This is an optimization exercise on Yosys and OpenROAD, whose aim is small area, a short achievable clock period and few clock cycles per item, not a production implementation.
Only simulation tests tie the RTL to the original design; equivalence was not proved.
Power and IR drop assume default switching activity.

[flow/standard.sh]
#!/bin/bash
# synth_recipe.tcl (not shown) runs the flow's synth.tcl, then flattens the netlist and writes it again
# the make line also repeats each setting of config.mk as NAME=value (left out here)
make -C /OpenROAD-flow-scripts/flow DESIGN_CONFIG=/design/flow/config.mk WORK_HOME=/design/flow/orfs CLKGATE_MAP_FILE= SYNTH_SCRIPT=/design/flow/synth_recipe.tcl "${@:-finish}"
[flow/design.v]
`timescale 1ns/1ps
module stage_buffer #(
	parameter int W = 38
)
(
	input logic clk,
	input logic reset,
	input logic in_valid,
	output logic in_ready,
	input logic [W-1:0] in_data,
	output logic out_valid,
	input logic out_ready,
	output logic [W-1:0] out_data
);
	logic full;
	logic [W-1:0] data;
	assign in_ready = !full || out_ready;
	always_ff @(posedge clk)
	begin
		if (reset)
			full <= 1'b0;
		else if (in_ready)
			full <= in_valid;
	end
	always_ff @(posedge clk)
	begin
		if (in_valid && in_ready)
			data <= in_data;
	end
	assign out_valid = full;
	assign out_data = data;
endmodule
`timescale 1ns/1ps
module terminal_check (
	input logic [1:0] op,
	input logic [16-1:0] f,
	input logic [16-1:0] g,
	output logic hit,
	output logic [1:0] rsel,  
	output logic swap,  
	output logic need_f,  
	output logic need_g,
	output logic shared  
);
	logic f_nz;
	logic g_nz;
	logic f_false;
	logic f_true;
	logic g_false;
	logic g_true;
	logic same;
	logic compl;
	logic exist;
	logic greater;
	logic f_z;
	logic g_z;
	logic op_and;
	logic op_or;
	logic op_xor;
	assign f_z = (f[16-1:1] == '0);
	assign g_z = (g[16-1:1] == '0);
	assign f_nz = !f_z;
	assign g_nz = !g_z;
	assign f_false = f_z && !f[0];
	assign f_true = f_z && f[0];
	assign g_false = g_z && !g[0];
	assign g_true = g_z && g[0];
	assign shared = (f[16-1:1] == g[16-1:1]);
	assign same = shared && (f[0] == g[0]);
	assign compl = shared && (f[0] != g[0]);
	assign op_and = (op == 2'd0);
	assign op_or = (op == 2'd1);
	assign op_xor = (op == 2'd2);
	assign exist = (op == 2'd3);
	assign hit = exist ? f_z :
		(shared || f_false || g_false || (!op_xor && (f_true || g_true)));
	assign rsel[1] =
		(op_and && !(f_false || g_false) && (f_true || g_true || same)) ||
		(op_or && !(f_true || g_true) && (f_false || g_false || same)) ||
		(op_xor && !shared && (f_false || g_false)) ||
		(exist && f_z);
	assign rsel[0] =
		(op_and && f_true && !g_false) ||
		(op_or && (f_true || g_true || f_false || compl)) ||
		(op_xor && !same && (compl || f_false));
	always_comb
	begin
		logic [16-1:0] gt;
		logic [16-1:0] eq;
		gt = f & ~g;
		eq = ~(f ^ g);
		for (int w = 1; w < 16; w = w * 2)
			for (int i = 0; i + w < 16; i = i + 2 * w)
			begin
				gt[i] = gt[i + w] || (eq[i + w] && gt[i]);
				eq[i] = eq[i + w] && eq[i];
			end
		greater = gt[0];
	end
	assign swap = !exist && greater;  
	assign need_f = exist || (f_nz && g_nz);
	assign need_g = !exist && !shared;
endmodule
`timescale 1ns/1ps
module var_fetch_ctrl #(
	parameter int PW = 2  
)
(
	input logic clk,
	input logic reset,
	input logic in_valid,
	output logic in_ready,
	input logic [3-1:0] in_id,
	input logic in_negate,
	input logic [1:0] in_op,
	input logic [16-1:0] in_f,  
	input logic [16-1:0] in_g,
	input logic in_hit,
	input logic [1:0] in_rsel,
	input logic in_swap,
	input logic in_need_f,
	input logic in_need_g,
	input logic in_shared,
	output logic mem_req_valid,
	input logic mem_req_ready,
	output logic [16-2:0] mem_req_node,
	input logic mem_resp_valid,
	input logic [8-1:0] mem_resp_var,
	output logic [8-1:0] qvar,
	input logic qbit,  
	output logic out_valid,
	input logic out_ready,
	output logic [3-1:0] out_id,
	output logic out_negate,
	output logic [1:0] out_op,
	output logic [16-1:0] out_f,
	output logic [16-1:0] out_g,
	output logic out_hit,
	output logic [16-1:0] out_result,
	output logic [8-1:0] out_top,
	output logic out_fetch_f,
	output logic out_fetch_g,
	output logic out_quantify
);
	localparam int N = 1 << PW;
	localparam int IW = 16;
	localparam int VW = 8;
	logic [N-1:0][3-1:0] e_id;
	logic [N-1:0] e_negate;
	logic [N-1:0][1:0] e_op;
	logic [N-1:0][IW-1:0] e_f;  
	logic [N-1:0][IW-1:0] e_g;
	logic [N-1:0] e_hit;
	logic [N-1:0][1:0] e_c;
	logic [N-1:0] e_swap;  
	logic [N-1:0][VW-1:0] e_top;  
	logic [N-1:0] e_x;  
	logic [N-1:0] e_y;  
	logic [N-1:0] e_q;
	logic [N-1:0] e_pf;  
	logic [N-1:0] e_pg;
	logic [N-1:0] e_wf;  
	logic [N-1:0] e_wg;
	logic [PW:0] wp;  
	logic [PW:0] ip;  
	logic [PW:0] rp;  
	logic [PW:0] wp_next;
	logic [PW:0] rp_next;
	logic [PW:0] used;  
	logic full_next;
	logic alloc;
	logic [PW-1:0] wi;
	logic [PW-1:0] ii;
	logic [PW-1:0] ri;
	logic g_valid;
	logic g_pf;
	logic g_pg;
	logic g_avail;
	logic g_load;
	logic rq_open;
	logic [IW-2:0] g_node;
	logic [N-1:0][IW-2:0] e_next;
	logic i_adv;
	logic in_pf;
	logic in_pg;
	logic [PW-1:0] ti;
	logic t_found;
	logic t_more;  
	logic second;  
	logic [VW-1:0] first_var;  
	logic le;
	logic ge;
	logic is_none;
	logic [VW-1:0] f_top;
	logic f_x;
	logic f_y;
	logic r_fonly;
	logic r_two;
	logic r_ff;
	logic r_fg;
	logic f_upd;
	logic rr_upd;  
	logic [PW-1:0] rr_ti;
	logic r_done;
	logic o_load;
	logic o_q;
	logic [PW:0] ip_next;
	logic head_done_next;
	assign wi = wp[PW-1:0];
	assign ii = ip[PW-1:0];
	assign ri = rp[PW-1:0];
	assign alloc = in_valid && in_ready;
	assign wp_next = wp + alloc;
	assign rp_next = rp + o_load;
	assign used = wp - rp;
	assign full_next = (used == N) ? (!o_load || alloc) : ((used == N - 1) && alloc && !o_load);
	assign in_pf = !in_hit && in_need_f;
	assign in_pg = !in_hit && in_need_g;
	assign rq_open = !mem_req_valid || mem_req_ready;
	assign g_valid = (ip != wp);
	assign g_pf = e_pf[ii];
	assign g_pg = e_pg[ii];
	assign g_avail = g_valid && (g_pf || g_pg);
	assign g_load = g_avail && rq_open;
	always_comb
	begin
		for (int i = 0; i < N; i++)
			e_next[i] = (e_pf[i] ^ e_swap[i]) ? e_f[i][IW-1:1] : e_g[i][IW-1:1];
	end
	assign g_node = e_next[ii];
	assign i_adv = g_valid && (!(g_pf || g_pg) || (g_load && !(g_pf && g_pg)));
	always_comb
	begin
		logic [PW-1:0] k;
		t_found = 1'b0;
		ti = ri;
		for (int j = 0; j < N; j++)
		begin
			k = ri + PW'(j);
			if (!t_found && (e_wf[k] || e_wg[k]))
			begin
				t_found = 1'b1;
				ti = k;
			end
		end
	end
	assign t_more = e_wf[ti] && (e_pg[ti] || e_wg[ti]);
	function automatic logic greater(input logic [VW-1:0] a, input logic [VW-1:0] b);
		logic [VW-1:0] gt;
		logic [VW-1:0] eq;
		gt = a & ~b;
		eq = ~(a ^ b);
		for (int w = 1; w < VW; w = w * 2)
			for (int i = 0; i + w < VW; i = i + 2 * w)
			begin
				gt[i] = gt[i + w] || (eq[i + w] && gt[i]);
				eq[i] = eq[i + w] && eq[i];
			end
		greater = gt[0];
	endfunction
	assign le = !greater(mem_resp_var, first_var);
	assign ge = !greater(first_var, mem_resp_var);
	assign is_none = (mem_resp_var == {8{1'b1}});
	always_comb
	begin
		f_top = (second && !le) ? first_var : mem_resp_var;
		f_upd = !second || le;
		f_x = second ? ge : is_none;
		f_y = second ? le : is_none;
	end
	assign qvar = mem_resp_var;
	assign r_fonly = (e_op[ri] == 2'd3);
	assign r_two = !r_fonly && e_c[ri][1];
	assign r_ff = r_fonly || e_x[ri];
	assign r_fg = r_two ? e_y[ri] : r_fonly ? (e_c[ri][0] || e_y[ri]) : 1'b1;
	assign r_done = (rp != ip) && !(e_wf[ri] || e_wg[ri]);
	assign o_load = r_done && (!out_valid || out_ready);
	assign o_q = (rr_upd && rr_ti == ri) ? qbit : e_q[ri];
	assign ip_next = i_adv ? ip + 1'b1 : ip;
	assign head_done_next = !o_load && !(out_valid && !out_ready) &&
		mem_resp_valid && ti == ri && !t_more;
	always_ff @(posedge clk)
	begin
		rr_ti <= ti;
		if (mem_resp_valid)
			first_var <= mem_resp_var;
		if (g_load)
			mem_req_node <= g_node;
		if (reset)
		begin
			rr_upd <= 1'b0;
			second <= 1'b0;
			wp <= '0;
			ip <= '0;
			rp <= '0;
			in_ready <= 1'b1;
			mem_req_valid <= 1'b0;
			out_valid <= 1'b0;
		end
		else
		begin
			rr_upd <= mem_resp_valid && f_upd;
			if (mem_resp_valid)
				second <= t_more;
			wp <= wp_next;
			rp <= rp_next;
			in_ready <= !full_next ||
				head_done_next;
			ip <= ip_next;
			if (rq_open)
				mem_req_valid <= g_avail;
			if (o_load)
				out_valid <= 1'b1;
			else if (out_ready)
				out_valid <= 1'b0;
		end
	end
	always_ff @(posedge clk)
	begin
		for (int i = 0; i < N; i++)
		begin
			if (in_ready && wi == i)
			begin
				e_id[i] <= in_id;
				e_negate[i] <= in_negate;
				e_op[i] <= in_op;
				e_f[i] <= in_f;
				e_g[i] <= in_g;
				e_hit[i] <= in_hit;
				e_c[i] <= in_hit ? in_rsel : {in_need_f, in_shared};
				e_swap[i] <= in_swap;
			end
		end
	end
	always_ff @(posedge clk)
	begin
		for (int i = 0; i < N; i++)
		begin
			if (reset)
			begin
				e_pf[i] <= 1'b0;
				e_pg[i] <= 1'b0;
				e_wf[i] <= 1'b0;
				e_wg[i] <= 1'b0;
			end
			else if (alloc && wi == i)
			begin
				e_pf[i] <= in_pf;
				e_pg[i] <= in_pg;
				e_wf[i] <= 1'b0;
				e_wg[i] <= 1'b0;
			end
			else
			begin
				if (g_load && ii == i)
				begin
					if (g_pf)
					begin
						e_pf[i] <= 1'b0;
						e_wf[i] <= 1'b1;
					end
					else
					begin
						e_pg[i] <= 1'b0;
						e_wg[i] <= 1'b1;
					end
				end
				if (mem_resp_valid && ti == i)
				begin
					if (e_wf[i])
						e_wf[i] <= 1'b0;
					else
						e_wg[i] <= 1'b0;
				end
			end
		end
	end
	always_ff @(posedge clk)
	begin
		for (int i = 0; i < N; i++)
		begin
			if (mem_resp_valid && ti == i)
			begin
				e_top[i] <= f_top;
				e_x[i] <= f_x;
				e_y[i] <= f_y;
			end
			if (rr_upd && rr_ti == i)
				e_q[i] <= qbit;
		end
	end
	always_ff @(posedge clk)
	begin
		if (o_load)
		begin
			out_id <= e_id[ri];
			out_negate <= e_negate[ri];
			out_op <= e_op[ri];
			out_hit <= e_hit[ri];
			if (e_swap[ri] && !e_hit[ri])
			begin
				out_f <= e_g[ri];
				out_g <= e_f[ri];
			end
			else
			begin
				out_f <= e_f[ri];
				out_g <= e_g[ri];
			end
			case (e_hit[ri] ? e_c[ri] : 2'd0)
				2'd0: out_result <= {16{1'b0}};
				2'd1: out_result <= {{(16-1){1'b0}}, 1'b1};
				2'd2: out_result <= e_f[ri];
				default: out_result <= e_g[ri];
			endcase
			out_top <= e_hit[ri] ? {8{1'b1}} : e_top[ri];
			out_fetch_f <= !e_hit[ri] && r_ff;
			out_fetch_g <= !e_hit[ri] && r_fg;
			out_quantify <= !e_hit[ri] && o_q && (e_op[ri] != 2'd0);
		end
	end
endmodule
`timescale 1ns/1ps
module quantify_table (
	input logic clk,
	input logic reset,
	input logic cfg_write,
	input logic [8-1:0] cfg_address,
	input logic [32-1:0] cfg_wdata,
	input logic [8-1:0] qvar,
	output logic qbit  
);
	localparam int SEL_W = $clog2((256 / 32));
	logic [(256 / 32)-1:0][32-1:0] words;
	logic [32-1:0] wdata;
	logic wr_any;
	logic [(256 / 32)-1:0] qcol;
	logic [SEL_W-1:0] qsel;
	assign wdata = reset ? '0 : cfg_wdata;
	assign wr_any = cfg_write && (cfg_address[8-1:SEL_W] == '0);
	always_ff @(posedge clk)
	begin
		for (int i = 0; i < (256 / 32); i++)
		begin
			if (reset || (wr_any && cfg_address[SEL_W-1:0] == i))
				words[i] <= wdata;
		end
	end
	always_ff @(posedge clk)
	begin
		for (int i = 0; i < (256 / 32); i++)
			qcol[i] <= words[i][qvar[4:0]];
		qsel <= qvar[8-1:5];
	end
	assign qbit = qcol[qsel];
endmodule
`timescale 1ns/1ps
module apply_front (
	input logic clk,
	input logic reset,
	input logic in_valid,
	output logic in_ready,
	input logic [3-1:0] in_id,
	input logic in_negate,
	input logic [1:0] in_op,
	input logic [16-1:0] in_f,
	input logic [16-1:0] in_g,
	output logic var_req_valid,
	input logic var_req_ready,
	output logic [16-2:0] var_req_node,
	input logic var_resp_valid,
	input logic [8-1:0] var_resp_var,
	input logic cfg_write,
	input logic [8-1:0] cfg_address,
	input logic [32-1:0] cfg_wdata,
	output logic out_valid,
	input logic out_ready,
	output logic [3-1:0] out_id,
	output logic out_negate,
	output logic [1:0] out_op,
	output logic [16-1:0] out_f,
	output logic [16-1:0] out_g,
	output logic out_hit,
	output logic [16-1:0] out_result,
	output logic [8-1:0] out_top,
	output logic out_fetch_f,
	output logic out_fetch_g,
	output logic out_quantify
);
	logic hit;
	logic [1:0] rsel;
	logic swap;
	logic need_f;
	logic need_g;
	logic shared;
	logic [8-1:0] qvar;
	logic qbit;
	terminal_check terminal_check_i (
		.op(in_op), .f(in_f), .g(in_g),
		.hit(hit), .rsel(rsel), .swap(swap),
		.need_f(need_f), .need_g(need_g), .shared(shared)
	);
	var_fetch_ctrl var_fetch_ctrl_i (
		.clk(clk), .reset(reset),
		.in_valid(in_valid), .in_ready(in_ready),
		.in_id(in_id), .in_negate(in_negate), .in_op(in_op), .in_f(in_f), .in_g(in_g),
		.in_hit(hit), .in_rsel(rsel), .in_swap(swap),
		.in_need_f(need_f), .in_need_g(need_g), .in_shared(shared),
		.mem_req_valid(var_req_valid), .mem_req_ready(var_req_ready),
		.mem_req_node(var_req_node), .mem_resp_valid(var_resp_valid),
		.mem_resp_var(var_resp_var),
		.qvar(qvar), .qbit(qbit),
		.out_valid(out_valid), .out_ready(out_ready),
		.out_id(out_id), .out_negate(out_negate), .out_op(out_op),
		.out_f(out_f), .out_g(out_g), .out_hit(out_hit), .out_result(out_result),
		.out_top(out_top), .out_fetch_f(out_fetch_f), .out_fetch_g(out_fetch_g),
		.out_quantify(out_quantify)
	);
	quantify_table quantify_table_i (
		.clk(clk), .reset(reset),
		.cfg_write(cfg_write), .cfg_address(cfg_address), .cfg_wdata(cfg_wdata),
		.qvar(qvar), .qbit(qbit)
	);
endmodule
[flow/flow/run.sh]
#!/bin/bash
# Layout flow: the standard flow, with plain buf_2 cells as the port
# buffers instead of the default choice. Everything else is unchanged.
set -euo pipefail
export BUFFER_PORTS_ARGS="-buffer_cell sky130_fd_sc_hd__buf_2"
bash standard.sh > standard_flow.log 2>&1
[flow/constraint.sdc]
create_clock -name core_clock -period 5.5 [get_ports {clk}]
set_input_delay 1.1000 -clock core_clock [delete_from_list [all_inputs] [get_ports {clk}]]
set_output_delay 1.1000 -clock core_clock [all_outputs]
set_load 0.01 [all_outputs]
[flow/config.mk]
export PLATFORM = sky130hd
export DESIGN_NAME = apply_front
export DESIGN_NICKNAME = apply_front
export VERILOG_FILES = /design/flow/design.v
export SDC_FILE = /design/flow/constraint.sdc
export NUM_CORES = 4
export LEC_CHECK = 0
export CAP_MARGIN = 20
export CORE_MARGIN = 2
export CORE_UTILIZATION = 40
export CTS_BUF_LIST = sky130_fd_sc_hd__clkbuf_8
export CTS_CLUSTER_DIAMETER = 60
export CTS_CLUSTER_SIZE = 16
export SETUP_SLACK_MARGIN = 3.15
export SLEW_MARGIN = 20
==> flow_summary.yaml, run 1 <==
pwr:
  ir_worst_vdd_mv: 0.282
  share_comb_of_total_power_pct: 33.8
  power_switching_mw: 4.37
  internal-power_mw: 9.40
  power.sequential.fraction_pct: 47.6
  power_frac_clock_pct: 18.6
  power.share.switching_pct: 31.7
  leakagePower_nw: 10.4
  p_per_area_mw_per_mm2: 468
critical_path:
  critPathTopFamily: "flip-flops"
  worst_path_buf_inv: 1
  end_kind: "primary output"
  worstPathRequired_ns: 4.40
  worstSetupStartpointType: "flop"
  critical_path.reg2reg.endpoint: "var_fetch_ctrl_i.rp[1]"
  worstRegToRegCells: 8
  crit_path_max_fanout: 1
  worstPathCellList: "buf_2"
  regToRegStartpoint: "var_fetch_ctrl_i.e_wf[0]"
  timing.critical_path.depth: 1
  reg2reg_slack_ns: 3.22
  crit_slowest_cell: "edfxtp_1"
  cp_data_arrival_time_ns: 1.34
  worstSetupPathType: "reg2out"
  worst_path_largest_cell_delay_ns: 0.48
worst_hold_path:
  min_to: "var_fetch_ctrl_i.e_pg[1]"
  min-delay-start: "var_fetch_ctrl_i.e_pg[1]"
  worst_hold_path_type: "reg2reg"
  timing.hold.worst_path_depth: 2
yosys:
  ys_dominant_reg_cell: "edfxtp_1"
  postSynthRegisterBits: 600
  syn_inst: 1387
  yosysSeqAreaShare_pct: 69.3
  synth.lib_cells_used.distinct: 68
  syn-cell-area_sq_mm: 0.0254
  synthesis.yosys.warnings: 3
  syn-mean-instance-area_sq_um: 18.3
  postSynth.asyncResetShare_pct: 0
  synth_edf_count: 557
placement:
  hpwlAfterDp_microns: 38800
  placement.cell_area_sq_mm: 0.0277
  port-buffer-count: 176
  place_ws_ns: 1.93
  gpl.final_weighted_congestion: 0.823
timing:
  setup_slack_ns: 3.06
  final.min_clock_period_ns: 2.44
  grt_setup_unrepaired: "true"
  layout_worst_path_cycle_share_pct: 44.4
  timing.fmax_mhz: 409
  timing.max_slew.rel_slack_pct: 33.7
  hold_ws_ns: 0.492
  final_max_slew_viol_count: 0
  setup_tns_ns: 0
  final.setup_skew_ns: 0.0609
  tightest_slew_ns: 0.993
  setup-violations-final: 0
  timing_hold_violations_final: 0
layout:
  final_util_pct: 46.9
  fraction_of_final_layout_cells_with_drive_strength_greater_than_1_pct: 36.6
  final-seq-area_sq_mm: 0.0176
  area_used_by_multi_input_combinational_logic_sq_mm: 0.00783
  nNetsFinal: 1750
  fill_cells: 5384
  area_growth_syn_to_layout_pct: 16.1
  post-route-cell-area_sq_mm: 0.0295
floorplanning:
  std_cell_rows: 92
  die_area_sq_mm: 0.0655
  initial_core_util_pct: 40.4
  io_count: 177
  design.core.area_sq_mm: 0.0629
  die_x_microns: 256
  die-height_microns: 256
global_routing:
  grt_antenna_before_repair: 4
  gr-total-overflow: 0
  grt_pass1_wl_microns: 90000
  globalRouteTotalUtil_pct: 18.2
  grt_max_degree: 43
  grt_pass1_vias: 14000
clock_tree:
  clock_sink_count: 600
  hold_buf_cts: 0
  htree_levels: 2
  clockRootBuffer: "clkbuf_8"
  cts.clk_slew.worst_paths_ns: 0.10
  cts-buffers-inserted: 48
  clock_path_buffers: 3
  cts_tree: "done"
  insertion_delay_ns: 0.69
route:
  ant_nets: 0
  drc: 0
  detail_route.iter0.violations: 1022
  dr.pass1.iters: 5
  routed_via_density: 5.42
  detail_route.wirelength_microns: 59800
  drt-wirelength-per-cell_microns: 23.9
  vias: 13600
job:
  cap_violations: 0
status:
  result_of_the_run: "timing/DRC/antenna clean"
[per-stage QoR]
stage | std cells | power, mW
finish | 2507 | 13.8
global route | 2506 | 14.4
CTS | 2491 | 13.8
detailed placement | 2374 | 10.8
global placement | 2374 | 10.7
floorplan | 1387 | 9.37
[flip-flops by register name (all words and copies together) (netlist names), 12 cells and up]
register	cells
var_fetch_ctrl_i.mem_req_node	15
var_fetch_ctrl_i.e_f	64
var_fetch_ctrl_i.e_g	64
quantify_table_i.words	256
var_fetch_ctrl_i.out_result	16
var_fetch_ctrl_i.out_f	16
var_fetch_ctrl_i.e_top	32
var_fetch_ctrl_i.out_g	16
var_fetch_ctrl_i.e_id	12
[synthesized netlist by cell type (4+ instances only)]
master	number	share of area (%)
o211a_1	4	0.16
o22ai_1	6	0.15
o21a_1	4	0.12
mux4_2	153	14
and2_1	10	0.25
nand3_1	11	0.22
inv_1	61	0.90
a32o_1	5	0.20
clkbuf_1	24	0.35
xor2_1	5	0.17
a21o_1	5	0.15
o31ai_1	6	0.18
a21oi_1	23	0.45
ha_1	39	1.9
buf_2	22	0.43
or2_2	16	0.39
nor2_1	37	0.55
nor4_1	10	0.25
buf_1	4	0.059
o211ai_1	7	0.21
mux2i_1	77	3.0
buf_4	6	0.18
xnor2_1	13	0.45
nand2_1	48	0.71
dfxtp_1	43	3.4
a211oi_1	4	0.12
mux2_2	32	1.4
nor3_1	9	0.18
nand4_1	6	0.15
edfxtp_1	557	66
nor3b_1	5	0.15
o21ai_0	39	0.77
a31o_2	4	0.14
nor2b_1	42	1.0
[kinds of logic after synthesis]
family / count (synthesis) / synth area share [%]
adders and majority gates: 41 / 2.04
and+or+nand+nor: 213 / 4.45
DFF: 600 / 69.3
buffers and inverters: 124 / 2.12
AOI/OAI and AO/OA: 128 / 3.40
muxes: 263 / 18.1
xor gates and xnor gates: 18 / 0.621
[placed cells by master, fill, tap and decap left out, types with 7 or more instances in the layout]
cell type,instances
mux2i_1,77
buf_4,52
o21ai_1,7
or2_2,13
ha_4,12
a21oi_1,22
buf_6,8
and2_1,7
nor3_1,8
o211ai_1,7
mux2_2,32
buf_2,159
o21ai_0,24
dfxtp_1,32
nor2b_1,40
xnor2_1,9
mux4_2,153
dfxtp_2,7
nand3_1,8
buf_12,12
nand2_1,45
clkbuf_8,52
ha_1,27
inv_1,70
nor2_1,37
o21ai_2,7
edfxtp_1,557
[final cells by class]
type                       count  share of cell area (%)
multi-input combinational    665                    26.6
antenna                        4                  0.0340
clock inverter                39                    1.02
tap                          846                    3.59
inverter                      65                   0.977
sequential                   600                    59.8
timing repair buffer         237                    5.63
clock buffer                  51                    2.38
[tightest hold or removal path, delay by kind of cell (launching register included)]
kind               cells  cell delay (ns)
AOI/OAI and AO/OA      1             0.06
DFF                    1             0.34
and+or+nand+nor        1             0.06
[layer usage]
metal	up-vias	wire length (microns)	global-route usage, %
li1	6011	-	-
met1	7143	26000	24.8
met2	355	30100	31.5
met3	73	2730	2.44
met4	0	1020	3.74
met5	-	0	0
[worst max path at each step]
stage / from / endpoint / slack [ns]
floorplan: out_ready / var_fetch_ctrl_i.rp[1] / 1.60
global placement: var_resp_var[0] / quantify_table_i.qcol[7] / 1.95
detailed placement: var_resp_var[0] / quantify_table_i.qcol[7] / 1.93
CTS: var_fetch_ctrl_i.out_result[15] / out_result[15] / 3.01
global route: var_fetch_ctrl_i.out_result[15] / out_result[15] / 3.00
finish: var_fetch_ctrl_i.out_result[15] / out_result[15] / 3.06
[power groups by stage]
stage | clock network, mW | logic, mW | registers, mW
2_1_floorplan | 0 | 2.62 | 6.75
3_3_place_gp | 0 | 4.01 | 6.69
3_5_place_dp | 0 | 4.05 | 6.71
4_1_cts | 2.65 | 4.64 | 6.56
5_1_grt | 2.80 | 5.02 | 6.63
6_report | 2.56 | 4.66 | 6.55
[repair_timing]
item | CTS | global route
pin swaps | 6 | 11
gates cloned | 4 | 1
buffers inserted | 23 | 11
endpoints found under the setup margin | 422 | 162
resized for setup | 56 | 34
Testbench counts, summed over its fixed seeds: cycles 9,328, items 4,000.
==> run 2, diff against run 1 <==
--- a/flow/config.mk
+++ b/flow/config.mk
@@ -7,7 +7,7 @@
 export LEC_CHECK = 0
 export CAP_MARGIN = 20
 export CORE_MARGIN = 2
-export CORE_UTILIZATION = 40
+export CORE_UTILIZATION = 60
 export CTS_BUF_LIST = sky130_fd_sc_hd__clkbuf_8
 export CTS_CLUSTER_DIAMETER = 60
 export CTS_CLUSTER_SIZE = 16
==> flow_summary.yaml, run 2 <==
critical_path:
  worstPathRequired_ns: 5.88
  cp_data_arrival_time_ns: 2.76
  worstSetupStartpointType: "input pin"
  worst_path_buf_inv: 1
  end_kind: "flop"
  reg2reg_slack_ns: 3.22
  worstPathCellList: "buf_2 -> ha_4 -> nand3_4 -> or3_4 -> or2_4 -> a21o_1 -> a2bb2oi_2 -> o21ai_2"
  worst_path_largest_cell_delay_ns: 0.41
  worstRegToRegCells: 6
  worstSetupPathType: "in2reg"
  crit_slowest_cell: "or3_4"
  crit_path_max_fanout: 6
  critPathTopFamily: "simple AND/OR/NAND/NOR gates"
  timing.critical_path.depth: 8
clock_tree:
  cts.clk_slew.worst_paths_ns: 0.10
  clock_sink_count: 600
  htree_levels: 2
  clock_path_buffers: 3
  clockRootBuffer: "clkbuf_8"
  insertion_delay_ns: 0.67
  cts-buffers-inserted: 46
  hold_buf_cts: 0
  cts_tree: "done"
layout:
  number_of_flip_flops_under_the_largest_register_name: 256
  final_common_cell: "edfxtp_1"
  area_growth_syn_to_layout_pct: 14.1
  leading_registers_by_flop_count: "quantify_table_i.words (256), var_fetch_ctrl_i.e_f (64), var_fetch_ctrl_i.e_g (64)"
  post-route-cell-area_sq_mm: 0.0290
  nNetsFinal: 1745
  top_register: "quantify_table_i.words"
  final_cell_mix: "edfxtp_1, mux4_2, buf_2"
  fraction_of_final_layout_cells_with_drive_strength_greater_than_1_pct: 36.0
  fin_cells: 2185
floorplanning:
  initial_core_util_pct: 60.6
  die_area_sq_mm: 0.0440
  die_x_microns: 210
  std_cell_rows: 75
  die-height_microns: 210
  io_count: 177
  design.core.area_sq_mm: 0.0419
worst_hold_path:
  worst_hold_path_type: "reg2reg"
  timing.hold.worst_path_depth: 2
timing:
  tightest_slew_ns: 0.967
  final_max_slew_viol_count: 0
  final.setup_skew_ns: 0.0332
  timing.max_slew.rel_slack_pct: 35.5
  final.min_clock_period_ns: 2.38
  layout_worst_path_cycle_share_pct: 43.3
  timing.fmax_mhz: 420
  setup-violations-final: 0
  setup_tns_ns: 0
  timing_hold_violations_final: 0
  grt_setup_unrepaired: "true"
pwr:
  p_per_area_mw_per_mm2: 461
  leakagePower_nw: 10.3
  ir_worst_vdd_mv: 0.302
route:
  drc: 0
  routed_via_density: 6.17
  ant_nets: 0
  dr.pass1.iters: 6
  detail_route.wirelength_microns: 55300
  vias: 13500
  detail_route.iter0.violations: 1082
  drt-wirelength-per-cell_microns: 25.3
placement:
  gpl.final_weighted_congestion: 0.831
  port-buffer-count: 176
  hpwlAfterDp_microns: 35900
  place.detailed.instances: 2064
  placement.cell_area_sq_mm: 0.0273
yosys:
  post_synth_main_area_contributors: "edfxtp_1, mux4_2, dfxtp_1, mux2i_1, ha_1"
  postSynthRegisterBits: 600
  yosysSeqAreaShare_pct: 69.3
  synth.lib_cells_used.distinct: 68
  postSynth.asyncResetShare_pct: 0
  yosys.cell_count.top_type: "edfxtp_1"
  synthesis.yosys.warnings: 3
  ys_dominant_reg_cell: "edfxtp_1"
  syn_inst: 1387
  syn-cell-area_sq_mm: 0.0254
  netlist.area_leader.share_pct: 65.9
  synth_top_cells_by_count: "edfxtp_1, mux4_2, mux2i_1"
  synth_edf_count: 557
  netlist.top_cell.by_area: "edfxtp_1"
  syn-mean-instance-area_sq_um: 18.3
global_routing:
  grt_pass1_wl_microns: 82600
  grt_antenna_before_repair: 3
  gr-total-overflow: 0
  grt_max_degree: 43
  globalRouteTotalUtil_pct: 25.4
  grt_pass1_vias: 13600
status:
  result_of_the_run: "timing/DRC/antenna clean"
job:
  cap_violations: 0
[run 2: path summary, 6_finish.rpt]
check | to | from
max | var_fetch_ctrl_i.e_c[5] | in_f[1]
min | var_fetch_ctrl_i.e_pg[0] | var_fetch_ctrl_i.e_pg[0]
max reg2reg | var_fetch_ctrl_i.out_result[14] | var_fetch_ctrl_i.e_wg[0]
min reg2reg | var_fetch_ctrl_i.e_pg[0] | var_fetch_ctrl_i.e_pg[0]
[run 2: cell type report]
cell class / instances / area [sq um]
Timing Repair Buffer: 234 / 1670
Antenna cell: 1 / 2.50
Clock buffer: 47 / 647
Timing Repair inverter: 1 / 7.51
Inverter: 65 / 292
Sequential cell: 600 / 17600
Clock inverter: 34 / 221
Fill cell: 2747 / 12900
Tap cell: 539 / 674
Multi-Input combinational cell: 664 / 7840
[run 2: tightest hold or removal path, delay by kind of cell (launching register included)]
family,cells,cell delay [ns]
AOI/OAI and AO/OA,1,0.06
DFF,1,0.34
and+or+nand+nor,1,0.06
[run 2: through the flow]
step                setup slack [ns]  util (%)  total power, mW  hold slack (ns)
floorplan                       1.60         -             9.37            0.445
global placement                1.94      65.1             10.6            0.464
detailed placement              1.93      65.1             10.6            0.478
CTS                             3.14      68.3             13.3            0.486
global route                    3.10      69.2             13.9            0.533
finish                          3.12      69.2             13.4            0.492
[run 2: repair_timing]
item / 4_1_cts / 5_1_grt
resized for setup: 53 / 64
gates cloned: 3 / 0
setup endpoints to repair: 412 / 320
buffers inserted: 23 / 13
pin swaps: 8 / 15
[run 2: cells by family (layout without fill, tap and decap cells)]
family                     Yosys count  count (layout)  synth area share, %
buffers and inverters              124             381                 2.12
DFF                                600             600                 69.3
muxes                              263             263                 18.1
and+or+nand+nor                    213             214                 4.45
other                                0               1                    0
xor gates and xnor gates            18              18                0.621
AOI/OAI and AO/OA                  128             128                 3.40
adders and majority gates           41              41                 2.04
[run 2: metal layers]
metal / wire length [microns] / track usage (%)
met2: 28800 / 44.5
met3: 3240 / 3.91
met4: 1310 / 7.48
met5: 27 / 0
met1: 21900 / 33.4
[run 2: report_power, final]
part / internal (mW) / switching (mW) / leakage [nW]
Clock: 0.913 / 1.43 / 0.512
Combinational: 2.06 / 2.40 / 4.14
Sequential: 6.23 / 0.320 / 5.66
==> run 3, diff against run 2 <==
==> flow/flow/run.sh (replaced) <==
#!/bin/bash
# Layout flow: the standard flow, with plain buf_2 cells as the port
# buffers instead of the default choice, and without the timing repair at
# floorplan (before placement); the repairs after placement, CTS and global
# routing still run. Everything else is unchanged.
set -euo pipefail
export BUFFER_PORTS_ARGS="-buffer_cell sky130_fd_sc_hd__buf_2"
export REMOVE_ABC_BUFFERS=1
bash standard.sh > standard_flow.log 2>&1
--- a/flow/config.mk
+++ b/flow/config.mk
@@ -7,7 +7,7 @@
 export LEC_CHECK = 0
 export CAP_MARGIN = 20
 export CORE_MARGIN = 2
-export CORE_UTILIZATION = 60
+export CORE_UTILIZATION = 40
 export CTS_BUF_LIST = sky130_fd_sc_hd__clkbuf_8
 export CTS_CLUSTER_DIAMETER = 60
 export CTS_CLUSTER_SIZE = 16
==> flow_summary.yaml, run 3 <==
yosys:
  yosys.cell_count.top_type: "edfxtp_1"
  postSynthRegisterBits: 600
  synth_edf_count: 557
  yosysSeqAreaShare_pct: 69.3
  netlist.area_leader.share_pct: 65.9
  synth_top_cells_by_count: "edfxtp_1, mux4_2, mux2i_1"
  syn_inst: 1387
  postSynth.asyncResetShare_pct: 0
  syn-mean-instance-area_sq_um: 18.3
  post_synth_main_area_contributors: "edfxtp_1, mux4_2, dfxtp_1, mux2i_1, ha_1"
  ys_dominant_reg_cell: "edfxtp_1"
  synthesis.yosys.warnings: 3
  synth.lib_cells_used.distinct: 68
  netlist.top_cell.by_area: "edfxtp_1"
  syn-cell-area_sq_mm: 0.0254
placement:
  port-buffer-count: 176
  gpl.final_weighted_congestion: 0.793
  place.detailed.instances: 2373
  hpwlAfterDp_microns: 37000
floorplanning:
  die_area_sq_mm: 0.0655
  die-height_microns: 256
  io_count: 177
  die_x_microns: 256
  std_cell_rows: 92
  initial_core_util_pct: 40.4
  design.core.area_sq_mm: 0.0629
critical_path:
  worst_path_largest_cell_delay_ns: 0.48
  end_kind: "primary output"
  worstPathCellList: "buf_2"
  worstSetupStartpointType: "flop"
  cp_data_arrival_time_ns: 1.30
  worstSetupPathType: "reg2out"
  critPathTopFamily: "flip-flops"
  crit_path_max_fanout: 1
  crit_slowest_cell: "edfxtp_1"
  worst_path_buf_inv: 1
  worstPathRequired_ns: 4.40
pwr:
  power.share.switching_pct: 31.7
  power.sequential.fraction_pct: 48.2
  power_switching_mw: 4.32
  ir_worst_vdd_mv: 0.279
  leakagePower_nw: 10.4
  share_comb_of_total_power_pct: 33.8
  internal-power_mw: 9.31
  power_frac_clock_pct: 18.0
  p_per_area_mw_per_mm2: 464
global_routing:
  grt_max_degree: 43
  grtUsageMet1_pct: 23.6
  grt_use_met3_pct: 2.81
  use_met2_pct: 31.1
  grt_antenna_before_repair: 2
  busiest_layer: "met2"
  gr-total-overflow: 0
  globalRouteTotalUtil_pct: 17.9
  grt_pass1_wl_microns: 88700
  grt_pass1_vias: 14200
clock_tree:
  htree_levels: 2
  cts-buffers-inserted: 48
  clock_sink_count: 600
  clock_path_buffers: 3
  cts_tree: "done"
  cts.clk_slew.worst_paths_ns: 0.09
  clockRootBuffer: "clkbuf_8"
  insertion_delay_ns: 0.69
layout:
  fraction_of_final_layout_cells_with_drive_strength_greater_than_1_pct: 35.9
  final_cell_mix: "edfxtp_1, buf_2, mux4_2"
  area_used_by_multi_input_combinational_logic_sq_mm: 0.00774
  final-seq-area_sq_mm: 0.0176
  final_util_pct: 46.8
  fin_cells: 2505
  fill_cells: 5419
  top_register: "quantify_table_i.words"
  final_common_cell: "edfxtp_1"
  leading_registers_by_flop_count: "quantify_table_i.words (256), var_fetch_ctrl_i.e_f (64), var_fetch_ctrl_i.e_g (64)"
  number_of_flip_flops_under_the_largest_register_name: 256
  area_growth_syn_to_layout_pct: 15.8
  nNetsFinal: 1756
timing:
  final_max_slew_viol_count: 0
  layout_worst_path_cycle_share_pct: 43.7
  final.min_clock_period_ns: 2.40
  grt_setup_unrepaired: "true"
  final.setup_skew_ns: 0.0508
  timing.max_slew.rel_slack_pct: 33.7
  tightest_slew_ns: 0.992
  setup-violations-final: 0
  timing_hold_violations_final: 0
  timing.fmax_mhz: 416
route:
  detail_route.wirelength_microns: 59800
  drt-wirelength-per-cell_microns: 23.9
  detail_route.iter0.violations: 1026
  routed_via_density: 5.44
  drc: 0
  dr.pass1.iters: 5
  ant_nets: 0
  vias: 13600
worst_hold_path:
  worst_hold_path_type: "reg2reg"
job:
  cap_violations: 0
status:
  result_of_the_run: "timing/DRC/antenna clean"
==> run 3: cell counts after synthesis <==
Identical to the previous run, type by type.
==> run 3: layer usage <==
metal,routed length (microns),vias up
met5,0,-
met4,1200,0
met3,3090,78
met2,30500,405
met1,25000,7109
li1,-,6029
==> run 3: per-stage QoR <==
step | hold WS [ns] | worst slack [ns] | setup TNS (ns) | cell area [sq um] | power [mW]
4_1_cts | 0.488 | 2.92 | 0 | 28800 | 13.6
5_1_grt | 0.531 | 3.04 | 0 | 29400 | 14.3
3_5_place_dp | 0.475 | 1.59 | 0 | 27300 | 10.7
3_3_place_gp | 0.475 | 1.74 | 0 | 27300 | 10.6
2_1_floorplan | 0.445 | -1.35 | -64.62 | 25100 | 9.28
6_report | 0.492 | 3.10 | 0 | 29400 | 13.6
==> run 3: layout make-up <==
cell class	count	share of cell area, %
well taps	846	3.60
multi-input cells	664	26.3
inverters	65	0.911
repair buffers	243	6.01
clock buffers	52	2.43
repair inverters	1	0.0255
flip-flops and latches	600	59.9
diodes	1	0.00851
clock inverters	33	0.757
==> run 3: logic make-up after synthesis <==
logic type	share of synthesized area, %
mux	18.1
flops	69.3
compound gates	3.40
xor+xnor	0.621
buf+inv	2.12
fa+ha+maj	2.04
simple gates	4.45
==> run 3: path summary, 6_finish.rpt <==
kind / depth (start not counted) / start / slack (ns) / end
max: 1 / var_fetch_ctrl_i.mem_req_node[9] / 3.10 / var_req_node[9]
min: 2 / var_fetch_ctrl_i.e_pg[0] / 0.49 / var_fetch_ctrl_i.e_pg[0]
max reg2reg: 7 / var_fetch_ctrl_i.e_wf[3] / 3.13 / var_fetch_ctrl_i.out_id[1]
min reg2reg: 2 / var_fetch_ctrl_i.e_pg[0] / 0.49 / var_fetch_ctrl_i.e_pg[0]
==> run 3: power by group through the flow <==
stage               sequential [mW]  clock [mW]  combinational, mW
global placement               6.71           0               3.92
CTS                            6.58        2.55               4.44
finish                         6.57        2.46               4.61
detailed placement             6.74           0               3.97
global route                   6.65        2.71               4.98
floorplan                      6.90           0               2.38
==> run 3: what timing repair did <==
action,4_1_cts,5_1_grt
pin swaps,7,15
cloned,3,2
buffers inserted,19,22
resized for setup,70,97
hold buffers,0,0
endpoints found under the setup margin,501,359

==> static timing again, ports no longer ideal <==
How much do the figures lean on ideal ports? The routed layouts below were timed once more, with nothing changed but the port constraints. Step 1 sets driving cells, clkbuf_16 on the clock port and buf_2 on the other inputs (assumed; they add their load-dependent delay and slew). Step 2 adds t to the input delays and takes it off the output delays; t is the mean of the earliest and latest rising clock arrival at the registers after step 1. Input paths then give back, and output paths get back, about the clock's delay inside the block. Slacks: ideal ports / drivers / drivers and shift; pairs: ideal ports / drivers.
| run | t, ns | slack for setup (ns) | worst setup path after step 2 | worst slew at a driven data input, ns | pins driven straight from the clock port |
|---|---|---|---|---|---|
| run 1 | 0.718 | 3.055 / 2.997 / 2.429 | input to register | 0.09 | 1 |
| run 2 | 0.701 | 3.119 / 3.083 / 2.382 | input to register | 0.11 | 1 |
| run 3 | 0.723 | 3.096 / 3.035 / 2.394 | input to register | 0.18 | 1 |
After both steps setup and hold are still met in every run listed. The setup slack of run 2, which loses most, moves by -0.036 ns with the drivers and by -0.737 ns with both steps.
